Context: an optimization exercise on an open-source flow, tuned for a short achievable clock period and few clock cycles per item. The choices shown serve that exercise and are no tape-out recipe. Only simulation tests tie the RTL to the original design; equivalence was not proved. No activity file was given, so power comes from the tool's default toggle rates.

==> design.v <==
`default_nettype none
package cpu_types_pkg;
    typedef logic [31:0] word_t;
    typedef logic [4:0]  reg_addr_t;
    localparam word_t PC_INIT = 32'h0000_0000;
    typedef enum logic [5:0] {
        RTYPE = 6'h00,
        J     = 6'h02,
        BEQ   = 6'h04,
        BNE   = 6'h05,
        ADDIU = 6'h09,
        ORI   = 6'h0d,
        LUI   = 6'h0f,
        LW    = 6'h23,
        SW    = 6'h2b,
        HALT  = 6'h3f
    } opcode_t;
    typedef enum logic [5:0] {
        ADDU = 6'h21,
        SUBU = 6'h23,
        AND  = 6'h24,
        OR   = 6'h25,
        SLT  = 6'h2a
    } funct_t;
    typedef struct packed {
        opcode_t    opcode;
        reg_addr_t  rs;
        reg_addr_t  rt;
        reg_addr_t  rd;
        logic [4:0] shamt;
        funct_t     funct;
    } r_t;
    typedef struct packed {
        opcode_t     opcode;
        reg_addr_t   rs;
        reg_addr_t   rt;
        logic [15:0] imm;
    } i_t;
    typedef struct packed {
        opcode_t     opcode;
        logic [25:0] addr;
    } j_t;
    typedef union packed {
        r_t r;
        i_t i;
        j_t j;
    } instr_t;
    typedef enum logic [2:0] {
        ALU_ADD = 3'd0,
        ALU_SUB = 3'd1,
        ALU_AND = 3'd2,
        ALU_OR  = 3'd3,
        ALU_SLT = 3'd4,
        ALU_LUI = 3'd5
    } alu_op_t;
    typedef struct packed {
        alu_op_t alu_op;
        logic    alu_src;
        logic    reg_write;
        logic    mem_read;
        logic    mem_write;
        logic    halt;
    } ctrl_t;
    localparam ctrl_t CTRL_NOP = '0;
    typedef struct packed {
        instr_t instr;
        word_t  pc_plus4;
    } ifid_t;
    typedef struct packed {
        ctrl_t     ctrl;
        word_t     rdat1;
        word_t     rdat2;
        word_t     imm_ext;
        reg_addr_t rs;
        reg_addr_t rt;
        reg_addr_t wsel;
    } idex_t;
    typedef struct packed {
        ctrl_t     ctrl;
        word_t     alu_result;
        word_t     store;
        reg_addr_t wsel;
    } exmem_t;
    typedef struct packed {
        logic      reg_write;
        logic      halt;
        word_t     result;
        reg_addr_t wsel;
    } memwb_t;
    typedef struct packed {
        logic  valid;
        word_t addr;
    } imem_req_t;
    typedef struct packed {
        logic  valid;
        logic  write;
        word_t addr;
        word_t store;
    } dmem_req_t;
    typedef enum logic [1:0] {
        FWD_NONE = 2'd0,
        FWD_WB   = 2'd1,
        FWD_MEM  = 2'd2
    } fwd_sel_t;
endpackage
`default_nettype wire
`timescale 1ns/1ps
`default_nettype none
module register_file
(
    input  logic      CLK,
    input  logic      reset,
    input  cpu_types_pkg::reg_addr_t rsel1,
    input  cpu_types_pkg::reg_addr_t rsel2,
    input  cpu_types_pkg::reg_addr_t wsel,
    input  logic      wen,
    input  cpu_types_pkg::word_t     wdat,
    output cpu_types_pkg::word_t     rdat1,
    output cpu_types_pkg::word_t     rdat2
);
    cpu_types_pkg::word_t regs [1:31];
    always_ff @(posedge CLK) begin
        if (reset) begin
            for (int i = 1; i < 32; i++) begin
                regs[i] <= 32'd0;
            end
        end else if (wen && wsel != 5'd0) begin
            regs[wsel] <= wdat;
        end
    end
    always_comb begin
        if (rsel1 == 5'd0) begin
            rdat1 = 32'd0;
        end else if (wen && rsel1 == wsel) begin
            rdat1 = wdat;
        end else begin
            rdat1 = regs[rsel1];
        end
        if (rsel2 == 5'd0) begin
            rdat2 = 32'd0;
        end else if (wen && rsel2 == wsel) begin
            rdat2 = wdat;
        end else begin
            rdat2 = regs[rsel2];
        end
    end
endmodule
`default_nettype wire
`timescale 1ns/1ps
`default_nettype none
module control_unit
(
    input  cpu_types_pkg::instr_t    instr,
    input  logic      equal,
    input  cpu_types_pkg::word_t     pc_plus4,
    output cpu_types_pkg::ctrl_t     ctrl,
    output cpu_types_pkg::word_t     imm_ext,
    output cpu_types_pkg::reg_addr_t wsel,
    output logic      branch_taken,
    output logic      jump,
    output cpu_types_pkg::word_t     target
);
    cpu_types_pkg::word_t branch_off;
    always_comb begin
        ctrl    = cpu_types_pkg::CTRL_NOP;
        imm_ext = {{16{instr.i.imm[15]}}, instr.i.imm};
        wsel    = instr.i.rt;
        case (instr.r.opcode)
            cpu_types_pkg::RTYPE: begin
                wsel           = instr.r.rd;
                ctrl.reg_write = 1'b1;
                case (instr.r.funct)
                    cpu_types_pkg::ADDU:    ctrl.alu_op = cpu_types_pkg::ALU_ADD;
                    cpu_types_pkg::SUBU:    ctrl.alu_op = cpu_types_pkg::ALU_SUB;
                    cpu_types_pkg::AND:     ctrl.alu_op = cpu_types_pkg::ALU_AND;
                    cpu_types_pkg::OR:      ctrl.alu_op = cpu_types_pkg::ALU_OR;
                    cpu_types_pkg::SLT:     ctrl.alu_op = cpu_types_pkg::ALU_SLT;
                    default: ctrl = cpu_types_pkg::CTRL_NOP;
                endcase
            end
            cpu_types_pkg::ADDIU: begin
                ctrl.alu_src   = 1'b1;
                ctrl.reg_write = 1'b1;
            end
            cpu_types_pkg::ORI: begin
                imm_ext        = {16'h0000, instr.i.imm};
                ctrl.alu_op    = cpu_types_pkg::ALU_OR;
                ctrl.alu_src   = 1'b1;
                ctrl.reg_write = 1'b1;
            end
            cpu_types_pkg::LUI: begin
                imm_ext        = {instr.i.imm, 16'h0000};
                ctrl.alu_op    = cpu_types_pkg::ALU_LUI;
                ctrl.alu_src   = 1'b1;
                ctrl.reg_write = 1'b1;
            end
            cpu_types_pkg::LW: begin
                ctrl.alu_src   = 1'b1;
                ctrl.reg_write = 1'b1;
                ctrl.mem_read  = 1'b1;
            end
            cpu_types_pkg::SW: begin
                ctrl.alu_src   = 1'b1;
                ctrl.mem_write = 1'b1;
            end
            cpu_types_pkg::HALT:    ctrl.halt = 1'b1;
            default: ctrl = cpu_types_pkg::CTRL_NOP;
        endcase
    end
    assign branch_off = {{14{instr.i.imm[15]}}, instr.i.imm, 2'b00};
    assign branch_taken = (instr.i.opcode == cpu_types_pkg::BEQ && equal)
                       || (instr.i.opcode == cpu_types_pkg::BNE && !equal);
    assign jump = (instr.j.opcode == cpu_types_pkg::J);
    assign target = jump ? {pc_plus4[31:28], instr.j.addr, 2'b00}
                         : pc_plus4 + branch_off;
endmodule
`default_nettype wire
`timescale 1ns/1ps
`default_nettype none
module alu
(
    input  cpu_types_pkg::alu_op_t op,
    input  cpu_types_pkg::word_t   a,
    input  cpu_types_pkg::word_t   b,
    output cpu_types_pkg::word_t   result
);
    always_comb begin
        case (op)
            cpu_types_pkg::ALU_ADD: result = a + b;
            cpu_types_pkg::ALU_SUB: result = a - b;
            cpu_types_pkg::ALU_AND: result = a & b;
            cpu_types_pkg::ALU_OR:  result = a | b;
            cpu_types_pkg::ALU_SLT: result = {31'b0, $signed(a) < $signed(b)};
            cpu_types_pkg::ALU_LUI: result = b;
            default: result = a + b;
        endcase
    end
endmodule
`default_nettype wire
`timescale 1ns/1ps
`default_nettype none
module hazard_unit
(
    input  cpu_types_pkg::reg_addr_t id_rs,
    input  cpu_types_pkg::reg_addr_t id_rt,
    input  logic      id_uses_rt,
    input  logic      id_is_branch,
    input  cpu_types_pkg::reg_addr_t ex_wsel,
    input  cpu_types_pkg::reg_addr_t mem_wsel,
    input  cpu_types_pkg::reg_addr_t wb_wsel,
    input  logic      ex_reg_write,
    input  logic      mem_reg_write,
    input  logic      wb_reg_write,
    input  logic      ex_mem_read,
    input  cpu_types_pkg::reg_addr_t ex_rs,
    input  cpu_types_pkg::reg_addr_t ex_rt,
    output logic      stall_id,
    output cpu_types_pkg::fwd_sel_t  fwd_a,
    output cpu_types_pkg::fwd_sel_t  fwd_b
);
    logic ex_hits_rs;
    logic ex_hits_rt;
    logic mem_hits_rs;
    logic mem_hits_rt;
    logic load_use;
    logic branch_wait;
    assign ex_hits_rs  = ex_reg_write && ex_wsel != 5'd0 && ex_wsel == id_rs;
    assign ex_hits_rt  = ex_reg_write && ex_wsel != 5'd0 && ex_wsel == id_rt;
    assign mem_hits_rs = mem_reg_write && mem_wsel != 5'd0 && mem_wsel == id_rs;
    assign mem_hits_rt = mem_reg_write && mem_wsel != 5'd0 && mem_wsel == id_rt;
    assign load_use    = ex_mem_read && (ex_hits_rs || (id_uses_rt && ex_hits_rt));
    assign branch_wait = id_is_branch && (ex_hits_rs || ex_hits_rt || mem_hits_rs || mem_hits_rt);
    assign stall_id    = load_use || branch_wait;
    always_comb begin
        if (mem_reg_write && mem_wsel != 5'd0 && mem_wsel == ex_rs) begin
            fwd_a = cpu_types_pkg::FWD_MEM;
        end else if (wb_reg_write && wb_wsel != 5'd0 && wb_wsel == ex_rs) begin
            fwd_a = cpu_types_pkg::FWD_WB;
        end else begin
            fwd_a = cpu_types_pkg::FWD_NONE;
        end
        if (mem_reg_write && mem_wsel != 5'd0 && mem_wsel == ex_rt) begin
            fwd_b = cpu_types_pkg::FWD_MEM;
        end else if (wb_reg_write && wb_wsel != 5'd0 && wb_wsel == ex_rt) begin
            fwd_b = cpu_types_pkg::FWD_WB;
        end else begin
            fwd_b = cpu_types_pkg::FWD_NONE;
        end
    end
endmodule
`default_nettype wire
`timescale 1ns/1ps
`default_nettype none
module datapath
(
    input  logic        CLK,
    input  logic        reset,
    output logic        imem_valid,
    output logic [31:0] imem_addr,
    input  logic        imem_ready,
    input  logic [31:0] imem_load,
    output logic        dmem_valid,
    output logic        dmem_write,
    output logic [31:0] dmem_addr,
    output logic [31:0] dmem_store,
    input  logic        dmem_ready,
    input  logic [31:0] dmem_load,
    output logic        halt
);
    cpu_types_pkg::imem_req_t imem_req;
    cpu_types_pkg::dmem_req_t dmem_req;
    cpu_types_pkg::word_t     pc_q;
    cpu_types_pkg::word_t     pc_plus4;
    cpu_types_pkg::word_t     pc_next;
    cpu_types_pkg::ifid_t     ifid_q;
    cpu_types_pkg::idex_t     idex_q;
    cpu_types_pkg::exmem_t    exmem_q;
    cpu_types_pkg::memwb_t    memwb_q;
    logic      fetch_stop_q;
    logic      halt_q;
    logic      frozen;
    logic      advance;
    logic      stall_id;
    logic      redirect;
    logic      flush_ifid;
    cpu_types_pkg::word_t     rdat1;
    cpu_types_pkg::word_t     rdat2;
    cpu_types_pkg::ctrl_t     id_ctrl;
    cpu_types_pkg::word_t     id_imm_ext;
    cpu_types_pkg::reg_addr_t id_wsel;
    logic      id_branch_taken;
    logic      id_jump;
    cpu_types_pkg::word_t     id_target;
    logic      id_uses_rt;
    logic      id_is_branch;
    cpu_types_pkg::fwd_sel_t  fwd_a;
    cpu_types_pkg::fwd_sel_t  fwd_b;
    cpu_types_pkg::word_t     ex_a;
    cpu_types_pkg::word_t     ex_fwd_b;
    cpu_types_pkg::word_t     ex_b;
    cpu_types_pkg::word_t     ex_result;
    cpu_types_pkg::word_t     mem_result;
    assign imem_req.valid  = !fetch_stop_q;
    assign imem_req.addr   = pc_q;
    assign dmem_req.valid  = exmem_q.ctrl.mem_read || exmem_q.ctrl.mem_write;
    assign dmem_req.write  = exmem_q.ctrl.mem_write;
    assign dmem_req.addr   = exmem_q.alu_result;
    assign dmem_req.store  = exmem_q.store;
    assign imem_valid = imem_req.valid;
    assign imem_addr  = imem_req.addr;
    assign dmem_valid = dmem_req.valid;
    assign dmem_write = dmem_req.write;
    assign dmem_addr  = dmem_req.addr;
    assign dmem_store = dmem_req.store;
    assign frozen  = (imem_req.valid && !imem_ready) || (dmem_req.valid && !dmem_ready);
    assign advance = !frozen;
    assign redirect   = (id_branch_taken || id_jump) && !stall_id;
    assign flush_ifid = redirect || id_ctrl.halt || !imem_req.valid;
    assign pc_plus4   = pc_q + 32'd4;
    assign pc_next    = redirect ? id_target : pc_plus4;
    always_ff @(posedge CLK) begin
        if (reset) begin
            pc_q         <= cpu_types_pkg::PC_INIT;
            ifid_q       <= '0;
            fetch_stop_q <= 1'b0;
        end else if (advance && !stall_id) begin
            pc_q <= pc_next;
            if (flush_ifid) begin
                ifid_q <= '0;
            end else begin
                ifid_q.instr    <= imem_load;
                ifid_q.pc_plus4 <= pc_plus4;
            end
            if (id_ctrl.halt) begin
                fetch_stop_q <= 1'b1;
            end
        end
    end
    assign id_is_branch = (ifid_q.instr.i.opcode == cpu_types_pkg::BEQ) || (ifid_q.instr.i.opcode == cpu_types_pkg::BNE);
    assign id_uses_rt   = (ifid_q.instr.i.opcode == cpu_types_pkg::RTYPE) || (ifid_q.instr.i.opcode == cpu_types_pkg::SW)
                       || id_is_branch;
    register_file rf (
        .CLK   (CLK),
        .reset (reset),
        .rsel1 (ifid_q.instr.r.rs),
        .rsel2 (ifid_q.instr.r.rt),
        .wsel  (memwb_q.wsel),
        .wen   (memwb_q.reg_write),
        .wdat  (memwb_q.result),
        .rdat1 (rdat1),
        .rdat2 (rdat2)
    );
    control_unit cu (
        .instr        (ifid_q.instr),
        .equal        (rdat1 == rdat2),
        .pc_plus4     (ifid_q.pc_plus4),
        .ctrl         (id_ctrl),
        .imm_ext      (id_imm_ext),
        .wsel         (id_wsel),
        .branch_taken (id_branch_taken),
        .jump         (id_jump),
        .target       (id_target)
    );
    hazard_unit hz (
        .id_rs         (ifid_q.instr.r.rs),
        .id_rt         (ifid_q.instr.r.rt),
        .id_uses_rt    (id_uses_rt),
        .id_is_branch  (id_is_branch),
        .ex_wsel       (idex_q.wsel),
        .mem_wsel      (exmem_q.wsel),
        .wb_wsel       (memwb_q.wsel),
        .ex_reg_write  (idex_q.ctrl.reg_write),
        .mem_reg_write (exmem_q.ctrl.reg_write),
        .wb_reg_write  (memwb_q.reg_write),
        .ex_mem_read   (idex_q.ctrl.mem_read),
        .ex_rs         (idex_q.rs),
        .ex_rt         (idex_q.rt),
        .stall_id      (stall_id),
        .fwd_a         (fwd_a),
        .fwd_b         (fwd_b)
    );
    always_comb begin
        case (fwd_a)
            cpu_types_pkg::FWD_MEM: ex_a = exmem_q.alu_result;
            cpu_types_pkg::FWD_WB:  ex_a = memwb_q.result;
            default: ex_a = idex_q.rdat1;
        endcase
        case (fwd_b)
            cpu_types_pkg::FWD_MEM: ex_fwd_b = exmem_q.alu_result;
            cpu_types_pkg::FWD_WB:  ex_fwd_b = memwb_q.result;
            default: ex_fwd_b = idex_q.rdat2;
        endcase
    end
    assign ex_b = idex_q.ctrl.alu_src ? idex_q.imm_ext : ex_fwd_b;
    alu ex_alu (
        .op     (idex_q.ctrl.alu_op),
        .a      (ex_a),
        .b      (ex_b),
        .result (ex_result)
    );
    assign mem_result = exmem_q.ctrl.mem_read ? dmem_load : exmem_q.alu_result;
    always_ff @(posedge CLK) begin
        if (reset) begin
            idex_q  <= '0;
            exmem_q <= '0;
            memwb_q <= '0;
        end else if (advance) begin
            if (stall_id) begin
                idex_q <= '0;
            end else begin
                idex_q.ctrl    <= id_ctrl;
                idex_q.rdat1   <= rdat1;
                idex_q.rdat2   <= rdat2;
                idex_q.imm_ext <= id_imm_ext;
                idex_q.rs      <= ifid_q.instr.r.rs;
                idex_q.rt      <= ifid_q.instr.r.rt;
                idex_q.wsel    <= id_wsel;
            end
            exmem_q.ctrl       <= idex_q.ctrl;
            exmem_q.alu_result <= ex_result;
            exmem_q.store      <= ex_fwd_b;
            exmem_q.wsel       <= idex_q.wsel;
            memwb_q.reg_write  <= exmem_q.ctrl.reg_write;
            memwb_q.halt       <= exmem_q.ctrl.halt;
            memwb_q.result     <= mem_result;
            memwb_q.wsel       <= exmem_q.wsel;
        end
    end
    always_ff @(posedge CLK) begin
        if (reset) begin
            halt_q <= 1'b0;
        end else if (memwb_q.halt) begin
            halt_q <= 1'b1;
        end
    end
    assign halt = halt_q || memwb_q.halt;
endmodule
`default_nettype wire
==> run.sh <==
#!/bin/bash
# synth_recipe.tcl (not shown) runs the flow's synth.tcl, then flattens the netlist and writes it again
# the make line also repeats each setting of config.mk as NAME=value (left out here)
make -C /OpenROAD-flow-scripts/flow DESIGN_CONFIG=/design/flow/config.mk WORK_HOME=/design/flow/orfs CLKGATE_MAP_FILE= SYNTH_SCRIPT=/design/flow/synth_recipe.tcl finish
==> config.mk <==
export PLATFORM = sky130hd
export DESIGN_NAME = datapath
export DESIGN_NICKNAME = datapath
export VERILOG_FILES = /design/flow/design.v
export SDC_FILE = /design/flow/constraint.sdc
export NUM_CORES = 4
export LEC_CHECK = 0
export CAP_MARGIN = 20
export CORE_MARGIN = 2
export CORE_UTILIZATION = 40
export SLEW_MARGIN = 20
==> constraint.sdc <==
create_clock -name core_clock -period 7.5 [get_ports {CLK}]
set_input_delay 1.5000 -clock core_clock [delete_from_list [all_inputs] [get_ports {CLK}]]
set_output_delay 1.5000 -clock core_clock [all_outputs]
set_load 0.01 [all_outputs]
==> impl_metrics.csv <==
group,metric,value,unit
finish,design_area,0.0883,mm²
timing,fin_ws,750,ps
job,max-cap-violations,0,
logic_synthesis,synth_ff_type,"edfxtp_1",
clock_network,clk_pin_slew,60,ps
timing,fmax,148,MHz
grt,grt.met1_usage,0.411,
logic_synthesis,synth-edff-count,1024,
logic_synthesis,synthesis.area,0.0789,mm²
power,ir_worst_vdd,0.191,mV
floorplan,num_io_pins,168,
clock_network,cts_sinks,1363,
finish,fill_cells,17900,
logic_synthesis,synth_most_common_cell,"edfxtp_1",
detailed_routing,antenna_left,0,
detailed_routing,wl_per_cell,33.6,µm
grt,busiest_layer,"met2",
detailed_routing,drcViolationCount,0,
timing,rsz0062_at_grt,"no",
finish,drive_gt1_frac,0.160,
grt,use_met2,0.468,
logic_synthesis,synthTopCellsByCount,"1024 x edfxtp_1, 927 x and2_1, 493 x clkbuf_1, 449 x mux4_2, 414 x nand2_1",
logic_synthesis,netlist_instances,6931,
outcome,status,"finished clean",
grt,antenna_found_initial,25,
logic_synthesis,yosys-top-cells-area,"edfxtp_1 39%, mux4_2 13%, dfxtp_1 8.6%, and2_1 7.3%, mux2i_1 4.0%",
timing,finalSetupViolations,0,
power,power_frac_comb,0.159,
floorplan,fp.dieArea,0.201,mm²
finish,areaGrowthSynthToFinish,11.8,%
grt,grt_overflow,0,
critical_path,required,8210,ps
worst_hold_path,hold_path_depth,2,
power,clockPowerShare,0.396,
critical_path,crit_fanout,30,
logic_synthesis,yosysWarnings,5,
grt,grt_pass1_vias,58700,
detailed_routing,wl,322000,µm
grt,grt_pass1_wl,448000,µm
timing,post-route-period-util,0.900,
floorplan,chipWidth,448,µm
finish,multiInputGateArea,0.0380,mm²
placement,place_congestion,0.997,
timing,hold_viol_final,0,
placement,dp_hpwl,208000,µm
floorplan,start_util,0.401,
floorplan,num_rows,163,
clock_network,cts_buffers,152,
clock_network,cts-resized-gates,0,
finish,seq_area,0.0376,mm²
placement,dpl_cell_area,0.0832,mm²
floorplan,core-area,0.197,mm²
finish,final_util,0.448,
detailed_routing,viasPerCell,6.39,
logic_synthesis,avgSynthCellArea,11.4,µm²
logic_synthesis,seq_area_frac_synth,0.475,
power,p_switching,5.61,mW
clock_network,clk_latency,840,ps
grt,gr-usage-all-layers,0.315,
logic_synthesis,synth_top_area_share,0.390,
detailed_routing,dr.pass1.iters,10,
logic_synthesis,synth.distinct_cells,88,
timing,skew,36.0,ps
power,p_int,13.8,mW
power,seqPwrFrac,0.446,
timing,slew_violations,0,
detailed_routing,drtIter0Drc,8723,
placement,pre_cts_ws,905,ps
floorplan,die_h,448,µm
power,leakagePower,30.7,nW
critical_path,r2r_cells,22,
grt,met3_usage,0.0981,
critical_path,ff2ff_setup_slack,750,ps
timing,post-route-min-period,6750,ps
critical_path,worst_ep_arrival_time,7460,ps
clock_network,post_cts_buffers,0,
worst_hold_path,min_path_type,"reg -> reg",
logic_synthesis,ys_ff_latch,1363,
timing,relSlewSlack,0.188,
timing,tightest_slew,1220,ps
clock_network,htreeDepth,4,
clock_network,clockRootBuffer,"clkbuf_16",
clock_network,cts_tree,"built",
power,p_per_area,220,mW/mm²
logic_synthesis,synthArstFlopShare,0,
detailed_routing,num_vias,61200,
logic_synthesis,yosysTopAreaCell,"edfxtp_1",
clock_network,clock_tree.buffer_depth,3,
grt,grt_max_degree,142,
critical_path,crit_type,"reg -> reg",
clock_network,ctsHoldBuffers,0,
critical_path,startpoint_type,"flip-flop",
power,swShare,0.289,
finish,nNetsFinal,7010,
critical_path,endpoint_kind,"flip-flop",
placement,port_buffers,167,
timing,tns,0,ps
[cells by family (layout without fill, tap and decap cells)]
kind of cell	after synthesis	in the layout	synth area share
and+or+nand+nor	2306	2306	0.153
adders and majority gates	129	129	0.0207
other	1	42	0.0000475
muxes	804	804	0.174
AOI/OAI and AO/OA	1323	1323	0.110
DFF	1363	1363	0.475
xor gates and xnor gates	133	133	0.0148
buffers and inverters	872	847	0.0516
[worst max-delay path, stage by stage (launching register included)]
cell,delay [ps]
dfxtp_1,600
or3_1,200
o31ai_1,110
nor4_2,540
buf_4,580
mux2i_1,250
o21ai_0,130
mux2i_1,490
ha_1,350
nor2b_1,130
o21a_1,180
o21ai_0,370
a21o_1,210
nor2b_1,310
o41ai_1,190
buf_4,180
a311oi_1,370
o31a_1,270
o21ai_0,110
o31a_1,270
a21oi_1,180
mux2_2,350
o41ai_1,220
[path summary, 6_finish.rpt]
kind              startpoint     endpoint
hold reg to reg   idex_q[47]   idex_q[47]
hold / removal    idex_q[47]   idex_q[47]
setup / recovery  memwb_q[3]  exmem_q[68]
setup reg to reg  memwb_q[3]  exmem_q[68]
[final cells by class]
| class | count | share of cell area |
|---|---|---|
| repair buffers | 433 | 0.0435 |
| multi-input cells | 4727 | 0.431 |
| clock inverters | 80 | 0.00890 |
| well taps | 2640 | 0.0374 |
| flip-flops and latches | 1363 | 0.426 |
| inverters | 136 | 0.00580 |
| clock buffers | 198 | 0.0479 |
| diodes | 10 | 0.000284 |
[metrics by stage]
step | hold slack [ps] | cells | total power, mW
after global placement | 442 | 9298 | 11.7
after global routing | 473 | 9578 | 19.8
after detailed placement | 445 | 9298 | 11.7
final | 449 | 9587 | 19.4
after CTS | 453 | 9576 | 19.3
after floorplan | 406 | 6962 | 10.5
[sequential cells by signal, summed over array words and instances (netlist names), named ones only]
signal	count
ifid_q	64
rf.regs	1024
idex_q	119
memwb_q	39
exmem_q	73
fetch_stop_q	1
halt_q	1
pc_q	32
[power groups by stage]
stage / sequential (mW) / clock, mW / combinational [mW]
finish: 8.64 / 7.67 / 3.08
global route: 8.66 / 7.98 / 3.17
CTS: 8.63 / 7.70 / 2.96
detailed placement: 8.79 / 0 / 2.95
global placement: 8.77 / 0 / 2.95
floorplan: 8.65 / 0 / 1.86
[cells in the final DEF, fill, tap and decap left out, types with 21 or more instances in the layout]
cell type        Yosys  final
clkinv_1             2     29
edfxtp_1          1024   1024
mux2i_1            313    313
inv_1              133    132
nor2_1             408    371
clkinv_2             0     27
ha_1               126    126
mux4_2             449    449
a221oi_1            52     52
buf_4               87    252
nand2b_1            42     42
clkdlybuf4s50_1      0    166
o221ai_1            21     21
o21ai_0            227    197
a21oi_1            376    376
clkbuf_16            0    158
nand3_1            124    123
nor2_2               0     35
a22oi_1            170    170
dfxtp_1            339    328
nor2b_1             40     35
o21ai_4              0     30
a2bb2oi_1           43     43
and2_1             927    926
a21o_1              38     38
xnor2_1             72     72
a211oi_1            57     56
xor2_1              61     61
nand2_1            414    413
a31oi_1             30     30
mux2_2              36     36
clkbuf_1           493     27
nor3_1             187    185
o22ai_1             63     62
o211ai_1            37     37
conb_1               1     32
a22o_1              31     31
[layer usage]
layer | vias up | share of wire
met5 | - | 0.0013
met4 | 26 | 0.061
met3 | 999 | 0.12
met2 | 3899 | 0.43
met1 | 30900 | 0.38
li1 | 25400 | -
Testbench counts, summed over its fixed seeds: cycles 31,083, instrs 25,067.

-- re-timing with driven ports --
The results above use ideal ports. As a check the final layout listed here was re-extracted and re-timed, cells and wires unchanged.
Step 1 assumes that a clkbuf_16 drives the clock port and a buf_2 every other input.
Step 2 adds t to the input delays and takes it off the output delays; t is the mean of the earliest and latest rising clock arrival at the registers after step 1. Input paths then give back, and output paths get back, about the clock's delay inside the block.
Three values: ideal ports, drivers, drivers and shift; two values: the first two.
shift t [ns]: 0.913
setup WS [ns]: 0.750 / 0.750 / 0.750
latest minus earliest clock arrival (ns): 0.040 / 0.040
worst register clock-pin slew, ns: 0.07 / 0.07
After both steps this run still meets setup and hold. The setup slack of this run moves by 0.000 ns with the drivers and by 0.000 ns with both steps.
